Source: an optimization exercise on an open RTL-to-GDS flow (aim: small area, a short achievable clock period and few clock cycles per item). Production flows keep margins and buffers that such runs may drop. Function was checked by simulation only, so behaviour that the tests miss may differ from the original. Power is estimated from default activity; no workload was simulated.

--- flow/run.sh ---
#!/bin/bash
# synth_recipe.tcl (not shown) runs the flow's synth.tcl, then flattens the netlist and writes it again
# the make line also repeats each setting of config.mk as NAME=value (left out here)
make -C /OpenROAD-flow-scripts/flow DESIGN_CONFIG=/design/flow/config.mk WORK_HOME=/design/flow/orfs CLKGATE_MAP_FILE= SYNTH_SCRIPT=/design/flow/synth_recipe.tcl finish
--- flow/config.mk ---
export PLATFORM = sky130hd
export DESIGN_NAME = run_length_byte_encoder
export DESIGN_NICKNAME = run_length_byte_encoder
export VERILOG_FILES = /design/flow/design.v
export SDC_FILE = /design/flow/constraint.sdc
export NUM_CORES = 4
export LEC_CHECK = 0
export CAP_MARGIN = 20
export CORE_MARGIN = 2
export CORE_UTILIZATION = 40
export PLACE_DENSITY = 0.6
export SLEW_MARGIN = 20
--- flow/constraint.sdc ---
create_clock -name core_clock -period 6.0 [get_ports {clock}]
set_input_delay 1.2000 -clock core_clock [delete_from_list [all_inputs] [get_ports {clock}]]
set_output_delay 1.2000 -clock core_clock [all_outputs]
set_load 0.01 [all_outputs]
--- flow/design.v ---
`timescale 1ns / 1ps
`default_nettype none
package rlbe_pkg;
   localparam int LITERAL_MAX_DEF = 128;
   localparam int REPEAT_MAX_DEF  = 129;
   localparam int CHUNK_BYTES_DEF = 8;
   localparam int BYTE_W      = 8;
   localparam int MAX_LANES   = 8;
   localparam int CHUNK_W     = BYTE_W * MAX_LANES;
   localparam int COUNT_W     = 4;
   localparam int RSP_TDATA_W = 72;
   typedef struct packed {
      logic              valid;
      logic [BYTE_W-1:0] data;
      logic              final_byte;
      logic              stream_end;
   } pack_byte_type;
endpackage
`default_nettype wire
`timescale 1ns / 1ps
`default_nettype none
module rlbe_packer (
   input  wire logic                           clock,
   input  wire logic                           reset,
   input  wire logic                           d_v,
   input  wire logic [7:0]                     d_hdr,
   input  wire logic [6:0]                     d_nb,
   input  wire logic [1:0]                     d_nt,
   input  wire logic [7:0]                     d_t0,
   input  wire logic [7:0]                     d_t1,
   input  wire logic [7:0]                     d_t2,
   input  wire logic                           d_user,
   input  wire logic [4:0]                     k,
   input  wire logic [63:0]                    row,
   output logic                                load,
   output logic                                d_last,
   output logic                                d_free,
   output logic                                rsp_tvalid,
   input  wire logic                           rsp_tready,
   output logic [rlbe_pkg::RSP_TDATA_W-1:0]    rsp_tdata,
   output logic                                rsp_tlast,
   output logic                                rsp_tuser
);
   logic        o_v, o_last, o_user;
   logic [63:0] o_data;
   logic [3:0]  o_cnt;
   logic [7:0]  nlast;
   logic [63:0] chunk;
   logic [3:0]  cnt;
   assign nlast  = {1'b0, d_nb} + {6'd0, d_nt};
   assign d_last = (k == nlast[7:3]);
   assign cnt    = d_last ? ({1'b0, nlast[2:0]} + 4'd1) : 4'd8;
   assign load   = d_v && (!o_v || rsp_tready);
   assign d_free = !d_v || (d_last && !o_v);
   always_comb begin
      for (int j = 0; j < 8; j++) begin
         logic [7:0] p;
         logic [7:0] t;
         p = {k, 3'(j)};
         t = p - {1'b0, d_nb} - 8'd1;
         if (p == 8'd0)
            chunk[8*j +: 8] = d_hdr;
         else if (p <= {1'b0, d_nb})
            chunk[8*j +: 8] = row[8*j +: 8];
         else if (t == 8'd0 && d_nt != 2'd0)
            chunk[8*j +: 8] = d_t0;
         else if (t == 8'd1 && d_nt >= 2'd2)
            chunk[8*j +: 8] = d_t1;
         else if (t == 8'd2 && d_nt == 2'd3)
            chunk[8*j +: 8] = d_t2;
         else
            chunk[8*j +: 8] = 8'h00;
      end
   end
   always_ff @(posedge clock) begin
      if (reset) begin
         o_v <= 1'b0;
      end else begin
         o_v <= load || (o_v && !rsp_tready);
      end
      if (load) begin
         o_data <= chunk;
         o_cnt  <= cnt;
         o_last <= d_last;
         o_user <= d_last && d_user;
      end
   end
   assign rsp_tvalid = o_v;
   assign rsp_tdata  = {4'd0, o_cnt, o_data};
   assign rsp_tlast  = o_last;
   assign rsp_tuser  = o_user;
endmodule
`default_nettype wire
`timescale 1ns / 1ps
`default_nettype none
module run_length_byte_encoder #(
   parameter int LITERAL_MAX = rlbe_pkg::LITERAL_MAX_DEF,
   parameter int REPEAT_MAX  = rlbe_pkg::REPEAT_MAX_DEF,
   parameter int CHUNK_BYTES = rlbe_pkg::CHUNK_BYTES_DEF
) (
   input  wire logic                           clock,
   input  wire logic                           reset,
   input  wire logic                           req_tvalid,
   output logic                                req_tready,
   input  wire logic [7:0]                     req_tdata,
   input  wire logic                           req_tlast,
   output logic                                rsp_tvalid,
   input  wire logic                           rsp_tready,
   output logic [rlbe_pkg::RSP_TDATA_W-1:0]    rsp_tdata,
   output logic                                rsp_tlast,
   output logic                                rsp_tuser
);
   logic       h_v, s_v, rdy;
   logic [7:0] h_d, s_d;
   logic       h_l, s_l;
   logic       go;
   logic       accept;
   assign req_tready = rdy;
   assign accept     = req_tvalid && rdy;
   always_ff @(posedge clock) begin
      if (reset) begin
         h_v <= 1'b0;
         s_v <= 1'b0;
         rdy <= 1'b1;
      end else begin
         if (s_v) begin
            h_v <= 1'b1;
            s_v <= !go;
            rdy <= go;
         end else begin
            h_v <= accept || (h_v && !go);
            s_v <= accept && h_v && !go;
            rdy <= !(accept && h_v && !go);
         end
      end
      if (s_v ? go : (!h_v || go)) begin
         h_d <= s_v ? s_d : req_tdata;
         h_l <= s_v ? s_l : req_tlast;
      end
      if (!s_v) begin
         s_d <= req_tdata;
         s_l <= req_tlast;
      end
   end
   logic       open_ff, ract_ff;
   logic [7:0] held_ff;
   logic [6:0] lcnt_ff, rm_ff;
   logic       n_open, n_ract;
   logic [7:0] n_held;
   logic [6:0] n_lcnt, n_rm;
   logic [6:0] lcnt_p1, lcnt_m1, rm_p1;
   logic       eq;
   logic       emit, swr;
   logic [7:0] c_hdr, c_t0, c_t1, c_t2;
   logic [6:0] c_nb;
   logic [1:0] c_nt;
   logic       d_v, d_free, d_busy_row;
   logic [7:0] d_hdr, d_t0, d_t1, d_t2;
   logic [6:0] d_nb;
   logic [1:0] d_nt;
   logic       d_user, d_body;
   logic       w_en;
   logic [6:0] w_addr;
   logic [7:0] w_data;
   assign eq      = (h_d == held_ff);
   assign lcnt_p1 = lcnt_ff + 7'd1;
   assign lcnt_m1 = lcnt_ff - 7'd1;
   assign rm_p1   = rm_ff + 7'd1;
   always_comb begin
      emit   = 1'b0;
      swr    = 1'b0;
      n_open = 1'b1;
      n_held = h_d;
      n_lcnt = lcnt_ff;
      n_ract = ract_ff;
      n_rm   = rm_ff;
      c_hdr  = 8'h01;
      c_nb   = 7'd0;
      c_nt   = 2'd1;
      c_t0   = held_ff;
      c_t1   = 8'h01;
      c_t2   = h_d;
      if (!open_ff) begin
         n_lcnt = 7'd0;
         n_ract = 1'b0;
         c_t0   = h_d;
      end else if (eq) begin
         if (!ract_ff) begin
            n_lcnt = 7'd0;
            n_ract = 1'b1;
            n_rm   = 7'd0;
            if (lcnt_ff != 7'd0) begin
               emit  = 1'b1;
               c_hdr = {lcnt_m1, 1'b1};
               c_nb  = lcnt_ff;
               c_nt  = h_l ? 2'd2 : 2'd0;
               c_t0  = 8'h00;
               c_t1  = held_ff;
            end else begin
               c_hdr = 8'h00;
            end
         end else if (rm_ff != 7'd127) begin
            n_rm  = rm_p1;
            c_hdr = {rm_p1, 1'b0};
         end else begin
            emit   = 1'b1;
            n_ract = 1'b0;
            c_hdr  = 8'hFE;
            c_nt   = h_l ? 2'd3 : 2'd1;
         end
      end else begin
         if (ract_ff) begin
            emit   = 1'b1;
            n_ract = 1'b0;
            n_lcnt = 7'd0;
            c_hdr  = {rm_ff, 1'b0};
            c_nt   = h_l ? 2'd3 : 2'd1;
         end else if (lcnt_ff != 7'd127) begin
            swr    = !h_l;
            n_lcnt = lcnt_p1;
            c_hdr  = {lcnt_p1, 1'b1};
            c_nb   = lcnt_ff;
            c_nt   = 2'd2;
            c_t1   = h_d;
         end else begin
            emit   = 1'b1;
            n_lcnt = 7'd0;
            c_hdr  = 8'hFF;
            c_nb   = 7'd127;
            c_nt   = h_l ? 2'd3 : 2'd1;
         end
      end
      if (h_l) begin
         emit   = 1'b1;
         n_open = 1'b0;
         n_lcnt = 7'd0;
         n_ract = 1'b0;
      end
   end
   logic [4:0] k_ff;
   assign d_busy_row = d_v && d_body && ({1'b0, lcnt_p1[6:3]} >= k_ff);
   assign go = h_v && !(emit && !d_free) && !(swr && d_busy_row);
   always_ff @(posedge clock) begin
      if (reset) begin
         open_ff <= 1'b0;
         ract_ff <= 1'b0;
         lcnt_ff <= 7'd0;
         w_en    <= 1'b0;
      end else begin
         if (go) begin
            open_ff <= n_open;
            ract_ff <= n_ract;
            lcnt_ff <= n_lcnt;
         end
         w_en <= go && swr;
      end
      if (go) begin
         held_ff <= n_held;
         rm_ff   <= n_rm;
      end
      w_addr <= lcnt_p1;
      w_data <= held_ff;
   end
   logic [63:0] rows [16];
   logic [7:0]  slot [128];
   always_comb slot[0] = 8'h00;
   for (genvar s = 1; s < 128; s++) begin : g_slot
      always_ff @(posedge clock) begin
         if (w_en && (w_addr == 7'(s))) slot[s] <= w_data;
      end
   end
   for (genvar r = 0; r < 16; r++) begin : g_row
      for (genvar j = 0; j < 8; j++) begin : g_lane
         assign rows[r][8*j +: 8] = slot[8*r + j];
      end
   end
   logic load, d_last;
   always_ff @(posedge clock) begin
      if (reset) begin
         d_v <= 1'b0;
      end else begin
         if (go && emit) d_v <= 1'b1;
         else if (load && d_last) d_v <= 1'b0;
      end
      if (go && emit) begin
         d_hdr  <= c_hdr;
         d_nb   <= c_nb;
         d_nt   <= c_nt;
         d_t0   <= c_t0;
         d_t1   <= c_t1;
         d_t2   <= c_t2;
         d_user <= h_l;
         d_body <= (c_nb != 7'd0);
         k_ff   <= 5'd0;
      end else if (load) begin
         k_ff   <= k_ff + 5'd1;
      end
   end
   rlbe_packer u_packer (
      .clock      (clock),
      .reset      (reset),
      .d_v        (d_v),
      .d_hdr      (d_hdr),
      .d_nb       (d_nb),
      .d_nt       (d_nt),
      .d_t0       (d_t0),
      .d_t1       (d_t1),
      .d_t2       (d_t2),
      .d_user     (d_user),
      .k          (k_ff),
      .row        (rows[k_ff[3:0]]),
      .load       (load),
      .d_last     (d_last),
      .d_free     (d_free),
      .rsp_tvalid (rsp_tvalid),
      .rsp_tready (rsp_tready),
      .rsp_tdata  (rsp_tdata),
      .rsp_tlast  (rsp_tlast),
      .rsp_tuser  (rsp_tuser)
   );
endmodule
`default_nettype wire
==> results_dict.tcl, run 1 <==
set metrics [dict create \
    outcome "complete, no violations" \
    port_buffers 84 \
    post_cts_resized 0 \
    slowest_stage "a2111oi_0" \
    multi_input_area_um2 10500 \
    routedWlPerCell_um 31.8 \
    syn-cell-area_um2 46700 \
    fin_tns_setup_ps 0 \
    coreArea_um2 116000 \
    final_cell_count_no_fill 4708 \
    worstSetupEndpointType "flop" \
    crit_buf_inv 0 \
    first_iter_violations 4303 \
    fin_skew_ps 31.3 \
    cts_buffers 115 \
    slew_headroom_pct 14.6 \
    async_flop_share_pct 0 \
    crit_family "compound AO/OA/AOI/OAI gates" \
    hold_buffers 0 \
    netlist_top_cells_area "edfxtp_1 (74%), a22oi_1 (4.8%), nor2_1 (1.9%)" \
    dp.cells 4495 \
    yosysSeqAreaShare_pct 76.0 \
    synth_edf_count 1153 \
    hp-class "flop to flop" \
    synthSimpleGateAreaFrac_pct 6.79 \
    synth_top_family_by_area "compound AO/OA/AOI/OAI gates" \
    die_h_um 346 \
    ys_top_cells_by_count "edfxtp_1 (1153), a22oi_1 (300), nor2_1 (239)" \
    num_rows 125 \
    setup_viol 0 \
    worstSetupPathType "flop to flop" \
    cp-start-kind "flop" \
    layout-drive-gt1-share_pct 9.30 \
    grt_pass1_vias 27150 \
    area_growth_syn_to_layout_pct 13.6 \
    clk_path_buf_depth 3 \
    synth_compound_area_share_pct 13.2 \
    fill_cells 10041 \
    clk_latency_ps 730 \
    worst_pin_slew_ps 1270 \
    p_per_area_nw_per_um2 387 \
    vias 29291 \
    synth_mux_area_share_pct 0.410 \
    syn_inst 3001 \
    diodes 0 \
    drcViolationCount 0 \
    slowest_delay_ps 740 \
    root_buffer "clkbuf_16" \
    die_w_um 346 \
    dr.pass1.iters 6 \
    synth_flop_cell "edfxtp_1" \
    max_freq_ghz 0.226 \
    cap_violations 0 \
    wirelength_mm 150 \
    grt.total_usage_pct 24.4 \
    rsz0062_at_grt "false" \
    synth_top_cell_area_share_pct 74.1 \
    ys_types 85 \
    via_per_inst 6.22 \
    finalCritPeriodShare_pct 73.9 \
    cp.arrival_ps 5000 \
    worstPathCellList "ha_1 -> fa_1 -> a21oi_1 -> o21bai_2 -> nor3_1 -> a2111oi_0 -> nor4b_2 -> a22o_1 -> a22o_1" \
    ys_warn_count 6 \
    gp_congestion 0.957 \
    yosysTopAreaCell "edfxtp_1" \
    power_leakage_nw 16.4 \
    grt_overflow 0 \
    cp.required_ps 6570 \
    start_util_pct 40.3 \
    dpl.hpwl_mm 93.4 \
    clkTransAtPathRegs_ps 60 \
    cts_tree "done" \
    hold_viol_final 0 \
    grt_max_degree 98 \
    synth_xor_area_share_pct 0.956 \
    nets 3130 \
    slew_viol_final 0 \
    cts_setup_buffers 0 \
    syn_avg_cell_area_um2 15.6 \
    htree_levels 3 \
    vdd_drop_max_mv 0.265 \
    dieArea_um2 120000 \
    crit_top_cell "a22o_1" \
    crit_fanout 14 \
    synth-seq-cells 1197 \
    ant_nets 0 \
    cts_num_sinks 1197 \
    synth_fa_ha_area_share_pct 0.728 \
    post-synth-top-count-cell "edfxtp_1" \
    antenna_found_initial 2 \
    grt_pass1_wl_mm 210 \
    ios 89 \
    period_needed_ps 4430 \
    seq_area_um2 35500 \
]
-- power by group --
group	switching, W	internal, W	leakage, nW
clock network	0.00318	0.00389	1.75
logic	0.00263	0.00116	3.93
registers	0.000221	0.00948	10.8
total	0.00603	0.0145	16.4
-- area by class of cell --
cell class              instances  share of cell area (%)
flip-flops and latches       1197                    66.9
multi-input cells            1586                    19.7
clock buffers                 147                    5.65
well taps                    1524                    3.59
repair buffers                160                    2.77
clock inverters                63                    1.16
inverters                      31                   0.219
-- per-stage QoR --
step | utilization, % | hold slack [ps] | setup slack [ps] | power (W) | area (µm²)
2_1_floorplan | - | 411 | 1620 | 0.0118 | 46800
3_3_place_gp | 42.6 | 456 | 1730 | 0.0136 | 49400
3_5_place_dp | 42.6 | 463 | 1710 | 0.0136 | 49500
4_1_cts | 45.7 | 478 | 1700 | 0.0205 | 53100
5_1_grt | 45.8 | 498 | 1330 | 0.0210 | 53100
6_report | 45.8 | 475 | 1570 | 0.0206 | 53100
-- per-layer routing --
layer,track usage (%),part of all wire [%],vias up
met5,0,0.0060,-
met4,9.21,4.0,2
met3,4.51,9.3,261
met2,37.4,45,1682
met1,34.6,41,15035
li1,-,-,12311
-- sequential cells by signal, indices dropped and copies added (netlist names), 2 cells and up --
| register | flops |
|---|---|
| slot | 1016 |
| u_packer.o_data | 64 |
| d_hdr | 8 |
| d_t0 | 8 |
| d_t1 | 8 |
| d_t2 | 8 |
| h_d | 8 |
| held_ff | 8 |
| s_d | 8 |
| w_data | 8 |
| d_nb | 7 |
| lcnt_ff | 7 |
| rm_ff | 7 |
| w_addr | 7 |
| k_ff | 5 |
| u_packer.o_cnt | 4 |
| d_nt | 2 |
-- logic make-up (layout without fill, tap and decap cells) --
| kind of cell | Yosys count | in the layout |
|---|---|---|
| AOI/OAI and AO/OA | 829 | 829 |
| xor gates and xnor gates | 51 | 51 |
| adders and majority gates | 26 | 26 |
| buffers and inverters | 221 | 401 |
| DFF | 1197 | 1197 |
| muxes | 18 | 18 |
| other | 1 | 4 |
| and+or+nand+nor | 658 | 658 |
-- cell usage in the layout (no fill, tap or decap), types with 32 or more instances in the layout --
cell	count
clkbuf_1	32
a22oi_1	300
nand4_1	52
a222oi_1	35
clkdlybuf4s50_1	84
edfxtp_1	1153
a22o_1	97
buf_4	70
o21ai_0	62
nand3_1	78
nand2_1	136
a221oi_1	71
a21oi_1	101
dfxtp_1	36
clkbuf_16	115
nor2_1	233
-- final timing paths --
path | from | to | slack (ps) | depth (start not counted)
max reg2reg | k_ff[0] | u_packer.o_data[23] | 1570 | 9
max | k_ff[0] | u_packer.o_data[23] | 1570 | 9
min | s_d[2] | s_d[2] | 480 | 1
min reg2reg | s_d[2] | s_d[2] | 480 | 1
Testbench counts, summed over its fixed seeds: cycles 21,712, items 21,130.
==> run 2: changes to the inputs <==
--- a/flow/design.v
+++ b/flow/design.v
@@ -32,4 +32,5 @@
    input  wire logic                           d_user,
    input  wire logic [4:0]                     k,
+   input  wire logic [4:0]                     klast,
    input  wire logic [63:0]                    row,
    output logic                                load,
@@ -45,10 +46,10 @@
    logic [63:0] o_data;
    logic [3:0]  o_cnt;
-   logic [7:0]  nlast;
+   logic [2:0]  nlast;
    logic [63:0] chunk;
    logic [3:0]  cnt;
-   assign nlast  = {1'b0, d_nb} + {6'd0, d_nt};
-   assign d_last = (k == nlast[7:3]);
-   assign cnt    = d_last ? ({1'b0, nlast[2:0]} + 4'd1) : 4'd8;
+   assign nlast  = d_nb[2:0] + {1'b0, d_nt};
+   assign d_last = (k == klast);
+   assign cnt    = d_last ? ({1'b0, nlast} + 4'd1) : 4'd8;
    assign load   = d_v && (!o_v || rsp_tready);
    assign d_free = !d_v || (d_last && !o_v);
@@ -155,4 +156,6 @@
    logic [6:0] c_nb;
    logic [1:0] c_nt;
+   logic [4:0] c_klast;
+   logic [4:0] wrow_ff, n_wrow, lcnt_p2_row;
    logic       d_v, d_free, d_busy_row;
    logic [7:0] d_hdr, d_t0, d_t1, d_t2;
@@ -160,4 +163,5 @@
    logic [1:0] d_nt;
    logic       d_user, d_body;
+   logic [4:0] d_klast;
    logic       w_en;
    logic [6:0] w_addr;
@@ -167,4 +171,5 @@
    assign lcnt_m1 = lcnt_ff - 7'd1;
    assign rm_p1   = rm_ff + 7'd1;
+   assign lcnt_p2_row = {1'b0, lcnt_ff[6:3]} + {4'd0, (lcnt_ff[2:1] == 2'b11)};
    always_comb begin
       emit   = 1'b0;
@@ -175,4 +180,6 @@
       n_ract = ract_ff;
       n_rm   = rm_ff;
+      n_wrow = wrow_ff;
+      c_klast = 5'd0;
       c_hdr  = 8'h01;
       c_nb   = 7'd0;
@@ -183,4 +190,5 @@
       if (!open_ff) begin
          n_lcnt = 7'd0;
+         n_wrow = 5'd0;
          n_ract = 1'b0;
          c_t0   = h_d;
@@ -188,4 +196,5 @@
          if (!ract_ff) begin
             n_lcnt = 7'd0;
+            n_wrow = 5'd0;
             n_ract = 1'b1;
             n_rm   = 7'd0;
@@ -195,4 +204,5 @@
                c_nb  = lcnt_ff;
                c_nt  = h_l ? 2'd2 : 2'd0;
+               c_klast = h_l ? lcnt_p2_row : {1'b0, lcnt_ff[6:3]};
                c_t0  = 8'h00;
                c_t1  = held_ff;
@@ -214,4 +224,5 @@
             n_ract = 1'b0;
             n_lcnt = 7'd0;
+            n_wrow = 5'd0;
             c_hdr  = {rm_ff, 1'b0};
             c_nt   = h_l ? 2'd3 : 2'd1;
@@ -219,4 +230,6 @@
             swr    = !h_l;
             n_lcnt = lcnt_p1;
+            n_wrow = lcnt_p2_row;
+            c_klast = lcnt_p2_row;
             c_hdr  = {lcnt_p1, 1'b1};
             c_nb   = lcnt_ff;
@@ -226,4 +239,6 @@
             emit   = 1'b1;
             n_lcnt = 7'd0;
+            n_wrow = 5'd0;
+            c_klast = 5'd16;
             c_hdr  = 8'hFF;
             c_nb   = 7'd127;
@@ -235,9 +250,10 @@
          n_open = 1'b0;
          n_lcnt = 7'd0;
+         n_wrow = 5'd0;
          n_ract = 1'b0;
       end
    end
    logic [4:0] k_ff;
-   assign d_busy_row = d_v && d_body && ({1'b0, lcnt_p1[6:3]} >= k_ff);
+   assign d_busy_row = d_v && d_body && (wrow_ff >= k_ff);
    assign go = h_v && !(emit && !d_free) && !(swr && d_busy_row);
    always_ff @(posedge clock) begin
@@ -246,4 +262,5 @@
          ract_ff <= 1'b0;
          lcnt_ff <= 7'd0;
+         wrow_ff <= 5'd0;
          w_en    <= 1'b0;
       end else begin
@@ -252,4 +269,5 @@
             ract_ff <= n_ract;
             lcnt_ff <= n_lcnt;
+            wrow_ff <= n_wrow;
          end
          w_en <= go && swr;
@@ -283,5 +301,6 @@
          else if (load && d_last) d_v <= 1'b0;
       end
-      if (go && emit) begin
+      if (d_free) begin
+         d_klast <= c_klast;
          d_hdr  <= c_hdr;
          d_nb   <= c_nb;
@@ -292,4 +311,6 @@
          d_user <= h_l;
          d_body <= (c_nb != 7'd0);
+      end
+      if (d_free) begin
          k_ff   <= 5'd0;
       end else if (load) begin
@@ -309,4 +330,5 @@
       .d_user     (d_user),
       .k          (k_ff),
+      .klast      (d_klast),
       .row        (rows[k_ff[3:0]]),
       .load       (load),
--- a/flow/config.mk
+++ b/flow/config.mk
@@ -10,3 +10,4 @@
 export CORE_UTILIZATION = 40
 export PLACE_DENSITY = 0.6
+export SETUP_SLACK_MARGIN = 3.5
 export SLEW_MARGIN = 20
==> results_dict.tcl, run 2 <==
set metrics [dict create \
    final_cell_area_um2 59500 \
    nets 3418 \
    start_util_pct 40.1 \
    antenna_found_initial 5 \
    worst_pin_slew_ps 1310 \
    ios 89 \
    yosysTopAreaCell "edfxtp_1" \
    port_buffers 84 \
    final_cell_mix "edfxtp_1 (1158), a22oi_1 (247), buf_4 (178), clkbuf_16 (126), a22o_1 (108)" \
    layout-drive-gt1-share_pct 30.7 \
    fin_skew_ps 39.7 \
    root_buffer "clkbuf_16" \
    die_w_um 348 \
    cts_num_sinks 1207 \
    grt_pass1_wl_mm 232 \
    multi_input_area_um2 13500 \
    hold_viol_final 0 \
    vdd_drop_max_mv 0.273 \
    top_regs "slot x1016, u_packer.o_data x64" \
    dp.cells 4522 \
    synth-seq-cells 1207 \
    worstSetupPathType "flop to flop" \
    post_dp_cell_area_um2 49900 \
    max_freq_ghz 0.363 \
    power_leakage_nw 19.0 \
    slew_viol_final 0 \
    wirelength_mm 169 \
    utilization_pct 50.6 \
    worstSetupEndpointType "flop" \
    dr.pass1.iters 7 \
    cts_buffers 118 \
    largest_reg_flops 1016 \
    syn_inst 3039 \
    ant_nets 0 \
    dieArea_um2 121000 \
    p_per_area_nw_per_um2 286 \
    ys_warn_count 6 \
    dpl.hpwl_mm 93.5 \
    setup_viol 0 \
    ys_types 85 \
    seq_area_um2 35800 \
    async_flop_share_pct 0 \
    syn_avg_cell_area_um2 15.5 \
    first_iter_violations 5271 \
    period_needed_ps 2760 \
    grt_pass1_vias 30115 \
    netlist_top_cells_area "edfxtp_1 (74%), a22oi_1 (4.2%), dfxtp_1 (2.1%)" \
    cts_tree "done" \
    final_common_cell "edfxtp_1" \
    grt.total_usage_pct 26.9 \
    post-synth-top-count-cell "edfxtp_1" \
    clk_latency_ps 730 \
    ys_top_cells_by_count "edfxtp_1 (1158), a22oi_1 (263), nor2_1 (223)" \
    diodes 0 \
    power_w 0.0170 \
    syn-cell-area_um2 47200 \
    cp.required_ps 6430 \
    hp-class "flop to flop" \
    area_growth_syn_to_layout_pct 26.0 \
    gp_congestion 0.963 \
    die_h_um 348 \
    grt_overflow 0 \
    finalCritPeriodShare_pct 46.0 \
    num_rows 126 \
    synth_top_cell_area_share_pct 73.7 \
    cap_violations 0 \
    routedWlPerCell_um 33.8 \
    synth_edf_count 1158 \
    crit_fanout 33 \
    coreArea_um2 118000 \
    rsz0062_at_grt "true" \
    fill_cells 9468 \
    slew_headroom_pct 12.5 \
    cp.arrival_ps 3190 \
    final_cell_count_no_fill 5010 \
    cp-start-kind "flop" \
    clk_path_buf_depth 3 \
    outcome "complete, no violations" \
    fin_tns_setup_ps 0 \
    via_per_inst 6.41 \
    top_register "slot" \
    drcViolationCount 0 \
    clkTransAtPathRegs_ps 60 \
    vias 32132 \
    synth_flop_cell "edfxtp_1" \
    htree_levels 3 \
    yosysSeqAreaShare_pct 75.7 \
    grt_max_degree 93 \
]
[run 2: cell type report]
class | count | area share (%)
flip-flops and latches | 1207 | 60.2
multi-input cells | 1609 | 22.6
repair buffers | 404 | 7.58
clock buffers | 160 | 5.37
well taps | 1536 | 3.23
clock inverters | 56 | 0.677
inverters | 38 | 0.311
[run 2: timing repair]
action | 4_1_cts | 5_1_grt
gates cloned | 29 | 6
buffers inserted | 176 | 61
hold buffers | 0 | 0
endpoints found under the setup margin | 1104 | 805
gates resized for setup | 805 | 254
pin swaps | 163 | 128
[run 2: metrics by stage]
stage,setup slack [ps],hold slack (ps)
6_report,3240,473
4_1_cts,3180,470
5_1_grt,3210,486
2_1_floorplan,3200,412
3_3_place_gp,2030,452
3_5_place_dp,1920,457
[run 2: report_power, final]
group	switching, W	internal (W)
registers	0.000154	0.00932
clock network	0.00317	0.00385
logic	0.000349	0.000191
total	0.00367	0.0134
[run 2: cell families after synthesis]
logic type | share of synthesized area (%)
DFF | 75.7
AOI/OAI and AO/OA | 13.7
and+or+nand+nor | 6.38
buffers and inverters | 2.00
xor gates and xnor gates | 0.983
adders and majority gates | 0.747
muxes | 0.453
other | 0.00794
[run 2: per-layer routing]
layer  GRT usage (%)  vias to the layer above  share of wire [%]
li1                -                    13023                  -
met1            36.8                    16337                 38
met2            41.2                     2394                 45
met3            6.26                      376                 12
met4            11.6                        2                4.5
met5               0                        -             0.0077
[run 2: worst paths after layout]
kind,from,to,slack (ps),depth (start not counted)
max,k_ff[0],u_packer.o_data[4],3240,9
max reg2reg,k_ff[0],u_packer.o_data[4],3240,9
min,wrow_ff[0],wrow_ff[0],470,2
min reg2reg,wrow_ff[0],wrow_ff[0],470,2
[run 2: critical path, stage by stage, from the launching register on]
cell	delay [ps]
dfxtp_4	410
inv_2	90
ha_4	220
and3b_4	260
buf_12	190
a22o_1	270
a221oi_2	210
nand4_1	260
a222oi_1	400
nand2_1	120
Testbench counts of run 2, summed over its fixed seeds: cycles 21,712, items 21,130.

==> port drivers added, routing unchanged <==
In the flow no input, the clock included, has a driving cell. The finished layouts below were timed again as built, in two steps.
Step 1: set_driving_cell puts a clkbuf_16 on clock and a buf_2 on each other input, an assumption about the parent block.
Step 2 times the ports against the registers' clock, not the clock port: input delays grow and output delays shrink by t, the midpoint of the rising clock arrivals with the driver on.
a / b / c = ideal ports / drivers / drivers and shift; a / b = the first two.
| run | t (ns) | setup WS [ns] | worst register clock-pin slew, ns | worst slew at a driven data input, ns |
|---|---|---|---|---|
| run 1 | 0.786 | 1.568 / 1.568 / 1.568 | 0.07 / 0.07 | 0.10 |
| run 2 | 0.778 | 3.242 / 3.178 / 3.085 | 0.07 / 0.07 | 0.08 |
After both steps every run listed still meets setup and hold. The setup slack of run 2, which loses most, moves by -0.064 ns with the drivers and by -0.157 ns with both steps.
